What follows belongs to an exercise in optimizing a design on an open flow for small area, a short achievable clock period and few clock cycles per item; a production flow would make more cautious choices.
In this exercise RTL edits were held to simulation tests only and were not proved equivalent to the original.
Power figures rest on the tool's default switching activity, not on a simulated workload.

==> flow/design.v (excerpt) <==
module drive_to_relative_point #(
    parameter int POS_WIDTH     = 32,
    parameter int VEL_FRAC_BITS = 15
) (
    input  logic                 i_clk,
    input  logic                 i_rst_n,
    input  logic                 i_cfg_we,
    input  logic [CIDX_W-1:0]    i_cfg_idx,
    input  logic [CDAT_W-1:0]    i_cfg_wdata,
    input  logic                 i_in_valid,
    output logic                 o_in_ready,
    input  logic [1:0]           i_action,
    input  logic [POS_WIDTH-1:0] i_pos_x,
    input  logic [POS_WIDTH-1:0] i_pos_y,
    input  logic [31:0]          i_yaw,
    output logic                 o_out_valid,
    input  logic                 i_out_ready,
    output logic [OUT_W-1:0]     o_vel_x,
    output logic [OUT_W-1:0]     o_vel_y,
    output logic [OUT_W-1:0]     o_vel_rot,
    output logic                 o_finished,
    output logic [1:0]           o_finish_cause,
    output logic                 o_stop_drive
);
    localparam int QD = 8;      
    localparam int QA = 3;      
    typedef enum logic [2:0] {
        S_IDLE, S_CLAMP, S_ABS, S_LZ, S_SQ, S_END
    } t_front;
    logic [31:0]        r_off_x, r_off_y, r_tgt_hdg;
    logic [SPEED_W-1:0] r_speed;
    logic [15:0]        r_thresh;
    logic [23:0]        r_tmo;
    logic               r_stop;
    logic [31:0]        r_goal_x, r_goal_y;
    logic               r_running;
    logic [23:0]        r_ticks;
    t_front             s_state;
    logic               r_in_ready;
    logic [32:0]        r_dx, r_dy, r_err;
    logic               r_xneg, r_yneg, r_eneg, r_shift, r_big;
    logic [30:0]        r_x, r_y;
    logic [35:0]        r_e;
    logic               r_ef;
    logic [31:0]        r_r;
    logic [4:0]         r_ptr;
    logic               r_pend;
    logic [QA-1:0]      r_pend_idx;
    logic               r_bx, r_by;
    logic [34:0]        r_dxy;
    logic               d_valid, d_run;
    logic [30:0]        d_ax, d_ay;
    logic [31:0]        d_r;
    logic [32:0]        d_remx, d_remy;
    logic               d_fx, d_fy;
    logic [SPEED_W-1:0] d_qx, d_qy;
    logic               d_xneg, d_yneg;
    logic [3:0]         d_j;
    logic               d_bit;
    logic [11:0]        d_e;
    logic [2:0]         d_r5;
    logic [2:0]         d_rcnt;
  ...
==> module dtrp_sqrt, before the edit <==
module dtrp_sqrt (
    input  logic [35:0] i_s,
    input  logic        i_f,
    input  logic [31:0] i_r,
    input  logic [34:0] i_dxy,
    output logic [35:0] o_s,
    output logic        o_f,
    output logic [31:0] o_r,
    output logic        o_c1
);
    logic [39:0] ea, xy, k1, k2, d1, d2, s1, c1, s2, c2;
    logic [32:0] rp1;
    assign ea = {{2{i_s[35]}}, i_s, 2'b00};
    assign xy = {5'b0, i_dxy};
    assign k1 = i_f ? {4'b0000, i_r, 4'b1100} : ~{4'b0000, i_r, 4'b0100};
    assign k2 = i_f ? 40'd0 : ~{3'b000, i_r, 5'b10000};
    assign s1  = ea ^ xy ^ k1;
    assign c1  = {((ea[38:0] & xy[38:0]) | (ea[38:0] & k1[38:0]) | (xy[38:0] & k1[38:0])), !i_f};
    assign s2  = ea ^ xy ^ k2;
    assign c2  = {((ea[38:0] & xy[38:0]) | (ea[38:0] & k2[38:0]) | (xy[38:0] & k2[38:0])), !i_f};
    assign d1  = s1 + c1;
    assign d2  = s2 + c2;
    assign rp1 = {1'b0, i_r} + 33'd1;
    assign o_c1 = !d1[39];
    always_comb begin
        if (!d2[39]) begin
            o_s = d2[35:0];
            o_f = 1'b0;
            o_r = {rp1[30:0], 1'b0};
        end else if (!d1[39]) begin
            o_s = d1[35:0];
            o_f = 1'b0;
            o_r = {i_r[30:0], 1'b1};
        end else begin
            o_s = d1[35:0];
            o_f = 1'b1;
            o_r = {i_r[30:0], 1'b0};
        end
    end
endmodule
==> module dtrp_div, before the edit <==
module dtrp_div (
    input  logic [32:0] i_s,
    input  logic        i_f,
    input  logic [30:0] i_a,
    input  logic [31:0] i_r,
    input  logic        i_bit,
    output logic [32:0] o_s,
    output logic        o_f,
    output logic [1:0]  o_qd
);
    logic [35:0] sa, aa, k1, k2, d1, d2, s1, c1, s2, c2;
    assign sa = {{2{i_s[32]}}, i_s, 1'b0};
    assign aa = i_bit ? {5'b0, i_a} : 36'd0;
    assign k1 = i_f ? {4'b0000, i_r} : ~{4'b0000, i_r};
    assign k2 = i_f ? 36'd0 : ~{3'b000, i_r, 1'b0};
    assign s1 = sa ^ aa ^ k1;
    assign c1 = {((sa[34:0] & aa[34:0]) | (sa[34:0] & k1[34:0]) | (aa[34:0] & k1[34:0])), !i_f};
    assign s2 = sa ^ aa ^ k2;
    assign c2 = {((sa[34:0] & aa[34:0]) | (sa[34:0] & k2[34:0]) | (aa[34:0] & k2[34:0])), !i_f};
    assign d1 = s1 + c1;
    assign d2 = s2 + c2;
    always_comb begin
        if (!d2[35]) begin
            o_s  = d2[32:0];
            o_f  = 1'b0;
            o_qd = 2'd2;
        end else if (!d1[35]) begin
            o_s  = d1[32:0];
            o_f  = 1'b0;
            o_qd = 2'd1;
        end else begin
            o_s  = d1[32:0];
            o_f  = 1'b1;
            o_qd = 2'd0;
        end
    end
endmodule
clock: 11.0 ns
lec_check: 0
cap_margin: 20
core_margin: 2
core_utilization: 40
setup_slack_margin: 5
slew_margin: 20
run.sh (not shown) runs the stock make flow with config.mk's settings and CLKGATE_MAP_FILE= SYNTH_SCRIPT=/design/flow/synth_recipe.tcl, a recipe that flattens the netlist after the stock synthesis.
Testbench counts at the start, summed over its fixed seeds: cycles 67,409, items 6,400.
Rerun with:
--- a/flow/design.v
+++ b/flow/design.v
@@ -37,18 +37,14 @@
     output logic [31:0] o_r,
     output logic        o_c1
 );
-    logic [39:0] ea, xy, k1, k2, d1, d2, s1, c1, s2, c2;
+    logic [39:0] ea, xy, k1, k2, d1, d2;
     logic [32:0] rp1;
     assign ea = {{2{i_s[35]}}, i_s, 2'b00};
     assign xy = {5'b0, i_dxy};
-    assign k1 = i_f ? {4'b0000, i_r, 4'b1100} : ~{4'b0000, i_r, 4'b0100};
-    assign k2 = i_f ? 40'd0 : ~{3'b000, i_r, 5'b10000};
-    assign s1  = ea ^ xy ^ k1;
-    assign c1  = {((ea[38:0] & xy[38:0]) | (ea[38:0] & k1[38:0]) | (xy[38:0] & k1[38:0])), !i_f};
-    assign s2  = ea ^ xy ^ k2;
-    assign c2  = {((ea[38:0] & xy[38:0]) | (ea[38:0] & k2[38:0]) | (xy[38:0] & k2[38:0])), !i_f};
-    assign d1  = s1 + c1;
-    assign d2  = s2 + c2;
+    assign k1 = i_f ? {4'b0000, i_r, 4'b1100} : (40'd0 - {4'b0000, i_r, 4'b0100});
+    assign k2 = i_f ? 40'd0 : (40'd0 - {3'b000, i_r, 5'b10000});
+    assign d1  = ea + xy + k1;
+    assign d2  = ea + xy + k2;
     assign rp1 = {1'b0, i_r} + 33'd1;
     assign o_c1 = !d1[39];
     always_comb begin
@@ -79,17 +75,13 @@
     output logic        o_f,
     output logic [1:0]  o_qd
 );
-    logic [35:0] sa, aa, k1, k2, d1, d2, s1, c1, s2, c2;
+    logic [35:0] sa, aa, k1, k2, d1, d2;
     assign sa = {{2{i_s[32]}}, i_s, 1'b0};
     assign aa = i_bit ? {5'b0, i_a} : 36'd0;
-    assign k1 = i_f ? {4'b0000, i_r} : ~{4'b0000, i_r};
-    assign k2 = i_f ? 36'd0 : ~{3'b000, i_r, 1'b0};
-    assign s1 = sa ^ aa ^ k1;
-    assign c1 = {((sa[34:0] & aa[34:0]) | (sa[34:0] & k1[34:0]) | (aa[34:0] & k1[34:0])), !i_f};
-    assign s2 = sa ^ aa ^ k2;
-    assign c2 = {((sa[34:0] & aa[34:0]) | (sa[34:0] & k2[34:0]) | (aa[34:0] & k2[34:0])), !i_f};
-    assign d1 = s1 + c1;
-    assign d2 = s2 + c2;
+    assign k1 = i_f ? {4'b0000, i_r} : (36'd0 - {4'b0000, i_r});
+    assign k2 = i_f ? 36'd0 : (36'd0 - {3'b000, i_r, 1'b0});
+    assign d1 = sa + aa + k1;
+    assign d2 = sa + aa + k2;
     always_comb begin
         if (!d2[35]) begin
             o_s  = d2[32:0];
=>
- critical path depth increases by 7
- wire length increases by 6.0%
- non-clock buffer count increases by 14
- area after synthesis decreases by 0.48%
- hold slack is worse by 0.0051 ns
- clock-buffer cell count decreases by 8
- setup slack is worse by 0.045 ns
- power increases by 17%
- first-iteration DRC count increases by 14%
- global-route usage increases by 1.1 points
- flip-flop and latch count does not change
- die area decreases by 0.48%
Testbench counts after the change, summed over its fixed seeds: cycles 67,409, items 6,400.

==> re-timing with driven ports <==
The flow's constraints put no driver on any port. The routed layouts listed below were extracted and timed again, unchanged, in two steps.
Step 1, drivers: a clkbuf_16 drives i_clk and a buf_2 each remaining input, both assumed.
Step 2 adds t to the input delays and takes it off the output delays; t is the mean of the earliest and latest rising clock arrival at the registers after step 1. Input paths then give back, and output paths get back, about the clock's delay inside the block.
Slacks: ideal ports / drivers / drivers and shift; pairs: ideal ports / drivers.
run | shift t [ns] | slack for setup (ns) | clock arrival spread, ns | worst data-port slew with drivers (ns)
the first run | 0.805 | 5.116 / 5.116 / 4.408 | 0.079 / 0.078 | 0.09
the second run | 0.815 | 5.071 / 5.071 / 4.364 | 0.084 / 0.084 | 0.10
After both steps every run listed still meets setup and hold. For the first run, which loses most, drivers alone change the setup slack by 0.000 ns; drivers and shift together by -0.708 ns.
